From an optimization exercise on the open Yosys and OpenROAD flow, aimed at small area; shortcuts taken in it are not production practice.
Only simulation tests tie the RTL to the original design; equivalence was not proved.
Power is estimated from default activity; no workload was simulated.

Setup of rev 12:
## write_guard_top
module write_guard_top (
  input  logic        clk_i,
  input  logic        rst_n_i,
  input  logic        aw_valid_i,
  input  logic [3:0]  aw_id_i,
  input  logic [7:0]  aw_len_i,
  input  logic        w_valid_i,
  input  logic        w_last_i,
  input  logic        b_ready_i,
  input  logic        aw_ready_i,
  input  logic        w_ready_i,
  input  logic        b_valid_i,
  input  logic [3:0]  b_id_i,
  input  logic [11:0] budget_aw_i,
  input  logic [11:0] budget_w_unit_i,
  input  logic [11:0] budget_b_i,
  input  logic        reset_clear_i,
  output logic        reset_req_o,
  output logic        irq_o,
  output logic [4:0]  outstanding_o,
  output logic        overflow_o,
  output logic [3:0]  last_id_o,
  output logic [1:0]  last_phase_o,
  output logic [7:0]  timeout_cnt_o
);
  write_guard u_guard (
    .clk_i           (clk_i),
    .rst_n_i         (rst_n_i),
    .aw_valid_i      (aw_valid_i),
    .aw_id_i         (aw_id_i),
    .aw_len_i        (aw_len_i),
    .w_valid_i       (w_valid_i),
    .w_last_i        (w_last_i),
    .b_ready_i       (b_ready_i),
    .aw_ready_i      (aw_ready_i),
    .w_ready_i       (w_ready_i),
    .b_valid_i       (b_valid_i),
    .b_id_i          (b_id_i),
    .budget_aw_i     (budget_aw_i),
    .budget_w_unit_i (budget_w_unit_i),
    .budget_b_i      (budget_b_i),
    .reset_clear_i   (reset_clear_i),
    .reset_req_o     (reset_req_o),
    .irq_o           (irq_o),
    .outstanding_o   (outstanding_o),
    .overflow_o      (overflow_o),
    .last_id_o       (last_id_o),
    .last_phase_o    (last_phase_o),
    .timeout_cnt_o   (timeout_cnt_o)
  );
endmodule
==> module wr_txn_tracker, before the edit <==
module wr_txn_tracker (
  input  logic        clk_i,
  input  logic        rst_n_i,
  input  logic        aw_start_i,
  input  logic        aw_done_i,
  input  logic        w_last_i,
  input  logic        b_done_i,
  input  logic [3:0]  aw_id_i,
  input  logic [7:0]  aw_len_i,
  input  logic [3:0]  b_id_i,
  input  logic [11:0] budget_aw_i,
  input  logic [11:0] budget_w_unit_i,
  input  logic [11:0] budget_b_i,
  input  logic        flush_i,
  output logic        to_valid_o,
  output logic [3:0]  to_id_o,
  output logic [1:0]  to_phase_o,
  output logic [4:0]  outstanding_o,
  output logic        overflow_o
);
  localparam int NE = 16;
  localparam logic [1:0] PH_FREE = 2'd0;
  localparam logic [1:0] PH_AW   = 2'd1;
  localparam logic [1:0] PH_W    = 2'd2;
  localparam logic [1:0] PH_B    = 2'd3;
  localparam logic [11:0] LfsrLast = 12'h800;
  logic [NE-1:0][1:0]  phase_q;
  logic [NE-1:0][3:0]  id_q;
  logic [NE-1:0][7:0]  len_q;
  logic [NE-1:0][11:0] cnt_q;
  logic [NE-1:0][7:0]  sub_q;
  logic [NE-1:0][11:0] lfsr_q;
  logic [NE-1:0]       sat_q;
  logic [NE-1:0][3:0]  ticket_q;
  logic [3:0]         tail_q, aw_head_q, w_head_q;
  logic [4:0]         outstanding_q;
  logic               overflow_q;
  logic [NE-1:0] is_free, is_aw, is_w, b_match;
  logic [NE-1:0] take, b_free, aw_pop, w_pop, free_next, load;
  logic         any_free, any_aw, any_w, b_found;
  logic [3:0]   free_idx;
  logic [NE-1:0] aw_old, w_old;
  logic         do_take, do_aw_pop, do_w_pop, do_b_free;
  always_comb begin
    for (int i = 0; i < NE; i++) begin
      is_free[i] = (phase_q[i] == PH_FREE);
      is_aw[i]   = (phase_q[i] == PH_AW);
      is_w[i]    = (phase_q[i] == PH_W);
      b_match[i] = (phase_q[i] == PH_B) && (id_q[i] == b_id_i);
    end
  end
  assign any_free = |is_free;
  assign any_aw   = |is_aw;
  assign any_w    = |is_w;
  always_comb begin
    free_idx = '0;
    for (int i = NE - 1; i >= 0; i--) begin
      if (is_free[i]) free_idx = 4'(i);
    end
  end
  always_comb begin
    b_free = '0;
    for (int i = NE - 1; i >= 0; i--) begin
      if (b_match[i]) b_free = NE'(1) << i;
    end
    b_free = b_free & {NE{do_b_free}};
  end
  assign b_found   = |b_match;
  assign do_b_free = !flush_i && b_done_i && b_found;
  assign do_take   = !flush_i && aw_start_i && any_free;
  assign do_aw_pop = !flush_i && aw_done_i && (any_aw || do_take);
  assign do_w_pop  = !flush_i && w_last_i && (any_w || do_aw_pop);
  always_comb begin
    for (int i = 0; i < NE; i++) begin
      take[i]   = do_take && (free_idx == 4'(i));
      aw_old[i] = any_aw ? (is_aw[i] && ticket_q[i] == aw_head_q) : take[i];
      w_old[i]  = any_w  ? (is_w[i]  && ticket_q[i] == w_head_q)  : aw_old[i];
      aw_pop[i] = do_aw_pop && aw_old[i];
      w_pop[i]  = do_w_pop  && w_old[i];
    end
  end
  always_comb begin
    for (int i = 0; i < NE; i++) begin
      free_next[i] = !rst_n_i || flush_i || (is_free[i] && !take[i]) || b_free[i];
    end
    load = '0;
    for (int i = NE - 1; i >= 0; i--) begin
      if (free_next[i]) load = NE'(1) << i;
    end
  end
  logic [NE-1:0] over;
  logic [3:0]   to_id_d;
  logic [1:0]   to_phase_d;
  always_comb begin
    for (int i = 0; i < NE; i++) begin
      logic [11:0] nb;
      logic        c;
      nb = ~(({12{is_aw[i]}} & budget_aw_i) | ({12{is_w[i]}} & budget_w_unit_i) |
             ({12{phase_q[i] == PH_B}} & budget_b_i));
      c = 1'b0;
      for (int k = 0; k < 12; k++) begin
        c = (cnt_q[i][k] & nb[k]) | (cnt_q[i][k] & c) | (nb[k] & c);
      end
      over[i] = c && !is_free[i];
    end
    to_id_d    = '0;
    to_phase_d = '0;
    for (int i = NE - 1; i >= 0; i--) begin
      if (over[i]) begin
        to_id_d    = id_q[i];
        to_phase_d = phase_q[i];
      end
    end
  end
  for (genvar g = 0; g < NE; g++) begin : g_entry
    logic [11:0] lfsr;
    logic        restart;
    assign lfsr    = lfsr_q[g];
    assign restart = take[g] || aw_pop[g] || w_pop[g];
    always_ff @(posedge clk_i) begin
      if (!rst_n_i || flush_i) begin
        phase_q[g] <= PH_FREE;
      end else if (w_pop[g]) begin
        phase_q[g] <= PH_B;
      end else if (aw_pop[g]) begin
        phase_q[g] <= PH_W;
      end else if (take[g]) begin
        phase_q[g] <= PH_AW;
      end else if (b_free[g]) begin
        phase_q[g] <= PH_FREE;
      end
    end
    always_ff @(posedge clk_i) begin
      if (load[g]) begin
        id_q[g]  <= aw_id_i;
        len_q[g] <= aw_len_i;
      end
      if (take[g]) begin
        ticket_q[g] <= tail_q;
      end
    end
    always_ff @(posedge clk_i) begin
      if (restart) begin
        cnt_q[g]  <= '0;
        sub_q[g]  <= '0;
        lfsr_q[g] <= '0;
        sat_q[g]  <= 1'b0;
      end else begin
        if (!sat_q[g] && (!is_w[g] || sub_q[g] == 8'd0)) begin
          cnt_q[g] <= cnt_q[g] + 12'd1;
        end
        sub_q[g]  <= (sub_q[g] == 8'd0) ? len_q[g] : sub_q[g] - 8'd1;
        lfsr_q[g] <= {lfsr[10:0], ~(lfsr[11] ^ lfsr[5] ^ lfsr[3] ^ lfsr[0])};
        sat_q[g]  <= sat_q[g] || (lfsr == LfsrLast);
      end
    end
  end
  always_ff @(posedge clk_i) begin
    if (!rst_n_i || flush_i) begin
      tail_q        <= '0;
      aw_head_q     <= '0;
      w_head_q      <= '0;
      outstanding_q <= '0;
      overflow_q    <= 1'b0;
      to_valid_o    <= 1'b0;
    end else begin
      tail_q        <= tail_q + 4'(do_take);
      aw_head_q     <= aw_head_q + 4'(do_aw_pop);
      w_head_q      <= w_head_q + 4'(do_w_pop);
      outstanding_q <= outstanding_q + 5'(do_take) - 5'(do_b_free);
      overflow_q    <= overflow_q || (aw_start_i && !any_free);
      to_valid_o    <= |over;
    end
  end
  always_ff @(posedge clk_i) begin
    to_id_o    <= to_id_d;
    to_phase_o <= to_phase_d;
  end
  assign outstanding_o = outstanding_q;
  assign overflow_o    = overflow_q;
endmodule
clock: 13.0 ns
lec_check: 0
abc_area: 1
cap_margin: 20
core_margin: 2
core_utilization: 40
gpl_timing_driven: 0
slew_margin: 20
standard.sh (not shown) runs the stock make flow with config.mk's settings and CLKGATE_MAP_FILE= SYNTH_SCRIPT=/design/flow/synth_recipe.tcl, a recipe that flattens the netlist after the stock synthesis.
==> flow/flow/run.sh <==
#!/bin/bash
# Standard synthesis, then the combinational logic re-mapped with ABC area scripts (the
# registers of the standard synthesis are kept, same names and cells; the smallest result
# that keeps them all is used), then the standard layout from floorplan to finish.
set -euo pipefail
HERE=$(pwd)
R=$HERE/orfs/results/$FLOW_PLATFORM/write_guard_top/base
LIB=$FLOW_HOME/platforms/$FLOW_PLATFORM/lib/sky130_fd_sc_hd__tt_025C_1v80.lib

bash standard.sh synth > synth.log 2>&1
cp $R/1_2_yosys.v $HERE/std_netlist.v

regs() { grep -oE "sky130_fd_sc_hd__[a-z0-9]*df[a-z0-9]*_[0-9]+ +[^ ]+" "$1" | sed -E 's/_[0-9]+ +/ /' | sort; }
regs std_netlist.v > regs_std.log

DONTUSE=$(cat flow/dont_use.txt)
for s in a1 a2 a3 a4; do
  sed -e "s#@LIB@#$LIB#g" -e "s#@IN@#$HERE/std_netlist.v#" -e "s#@TOP@#$FLOW_TOP#g" \
      -e "s#@KEEP@#$HERE/flow/keepff.v#" -e "s#@DONTUSE@#$DONTUSE#" \
      -e "s#@SCRIPT@#$HERE/flow/$s.abc#" -e "s#@OUT@#$HERE/remap_$s.v#" \
      flow/remap.ys.in > remap_$s.ys
  (yosys -q -l remap_$s.log remap_$s.ys > /dev/null 2>&1 || rm -f remap_$s.v) &
done
wait

best=""; best_area=""
for s in a1 a2 a3 a4; do
  [[ -f remap_$s.v ]] || continue
  a=$(grep "Chip area" remap_$s.log | tail -1 | awk '{print $NF}')
  [[ -n "$a" ]] || continue
  regs remap_$s.v > regs_$s.log
  cmp -s regs_std.log regs_$s.log || continue
  if [[ -z "$best" ]] || awk -v x="$a" -v y="$best_area" 'BEGIN{exit !(x<y)}'; then
    best=$s; best_area=$a
  fi
done
std_area=$(grep "Chip area" orfs/reports/$FLOW_PLATFORM/write_guard_top/base/synth_stat.txt | awk '{print $NF}')
echo "standard: $std_area remapped: ${best:-none} ${best_area:-}" > remap_choice.log
if [[ -n "$best" ]] && awk -v x="$best_area" -v y="$std_area" 'BEGIN{exit !(x<y)}'; then
  cp remap_$best.v $R/1_2_yosys.v
fi

bash standard.sh finish \
  "CTS_ARGS=-sink_clustering_enable -repair_clock_nets -dont_use_dummy_load -sink_clustering_size 14 -sink_clustering_max_diameter 90 -buf_list {sky130_fd_sc_hd__clkbuf_8}" \
  "BUFFER_PORTS_ARGS=-buffer_cell sky130_fd_sc_hd__buf_1" > finish.log 2>&1
Other scripts of this flow, unchanged in this note and not shown: flow/flow/a1.abc, flow/flow/a2.abc, flow/flow/a3.abc, flow/flow/a4.abc, flow/flow/dont_use.txt, flow/flow/keepff.v, flow/flow/remap.ys.in
Rev 12 did not stop at any stage, and its layout met the timing, design-rule and antenna checks.
Here is what was changed in the inputs of rev 13 compared with rev 12.
diff --git a/flow/design.v b/flow/design.v
--- a/flow/design.v
+++ b/flow/design.v
@@ -141,15 +141,15 @@
   always_comb begin
     for (int i = 0; i < NE; i++) begin
       logic [11:0] nb;
       logic        c;
-      nb = ~(({12{is_aw[i]}} & budget_aw_i) | ({12{is_w[i]}} & budget_w_unit_i) |
-             ({12{phase_q[i] == PH_B}} & budget_b_i));
+      nb = ({12{is_aw[i]}} & ~budget_aw_i) | ({12{is_w[i]}} & ~budget_w_unit_i) |
+           ({12{phase_q[i] == PH_B}} & ~budget_b_i);
       c = 1'b0;
       for (int k = 0; k < 12; k++) begin
         c = (cnt_q[i][k] & nb[k]) | (cnt_q[i][k] & c) | (nb[k] & c);
       end
-      over[i] = c && !is_free[i];
+      over[i] = c;
     end
     to_id_d    = '0;
     to_phase_d = '0;
     for (int i = NE - 1; i >= 0; i--) begin
==> summary.txt <==
- Each of the runs, namely rev 13 and rev 12, reached the end of the flow and came out clean.
- Rev 12 and rev 13 ended up with roughly the same count of hold buffers inserted by post-cts repair.
- When rev 13 is set beside rev 12, its pin count of the biggest net entering global routing turns out to be 38% smaller.
- Rev 13 and rev 12 ended up with roughly the same proportion of cell area spent on the clock network.
- The higher final worst setup slack of rev 13 and rev 12 is in rev 13.
- Lower aggregate routed wire length goes to rev 13 over rev 12.
- Compared with rev 12, number of combinational gates with multiple inputs in rev 13 decreased slightly.
- Summary — worst ir drop on vdd, rev 13 relative to rev 12: lower, by about 50%.
- Rev 13 vs rev 12 on part of the cycle the worst path needs: rev 13 is the lower one.

-- separate check: timing with driven ports --
The results above use ideal ports. As a check the final layouts listed here were re-extracted and re-timed, cells and wires unchanged.
Step 1 sets driving cells, clkbuf_16 on the clock port and buf_2 on the other inputs (assumed; they add their load-dependent delay and slew).
Step 2, shift: input delay + t, output delay - t, t = (earliest + latest rising clock arrival at the registers) / 2. This alone moves slack from input paths to output paths.
Three values: ideal, step 1, step 2; two values: the first two.
run	t (ns)	setup WS [ns]	slew at the worst register clock pin (ns)	pins driven straight from the clock port
rev 12	0.754	4.646 / 4.655 / 3.901	0.11 / 0.11	1
rev 13	0.756	4.957 / 4.994 / 4.239	0.11 / 0.11	1
After both steps every run listed still meets setup and hold. For rev 12, which loses most, drivers alone change the setup slack by +0.009 ns; drivers and shift together by -0.745 ns.
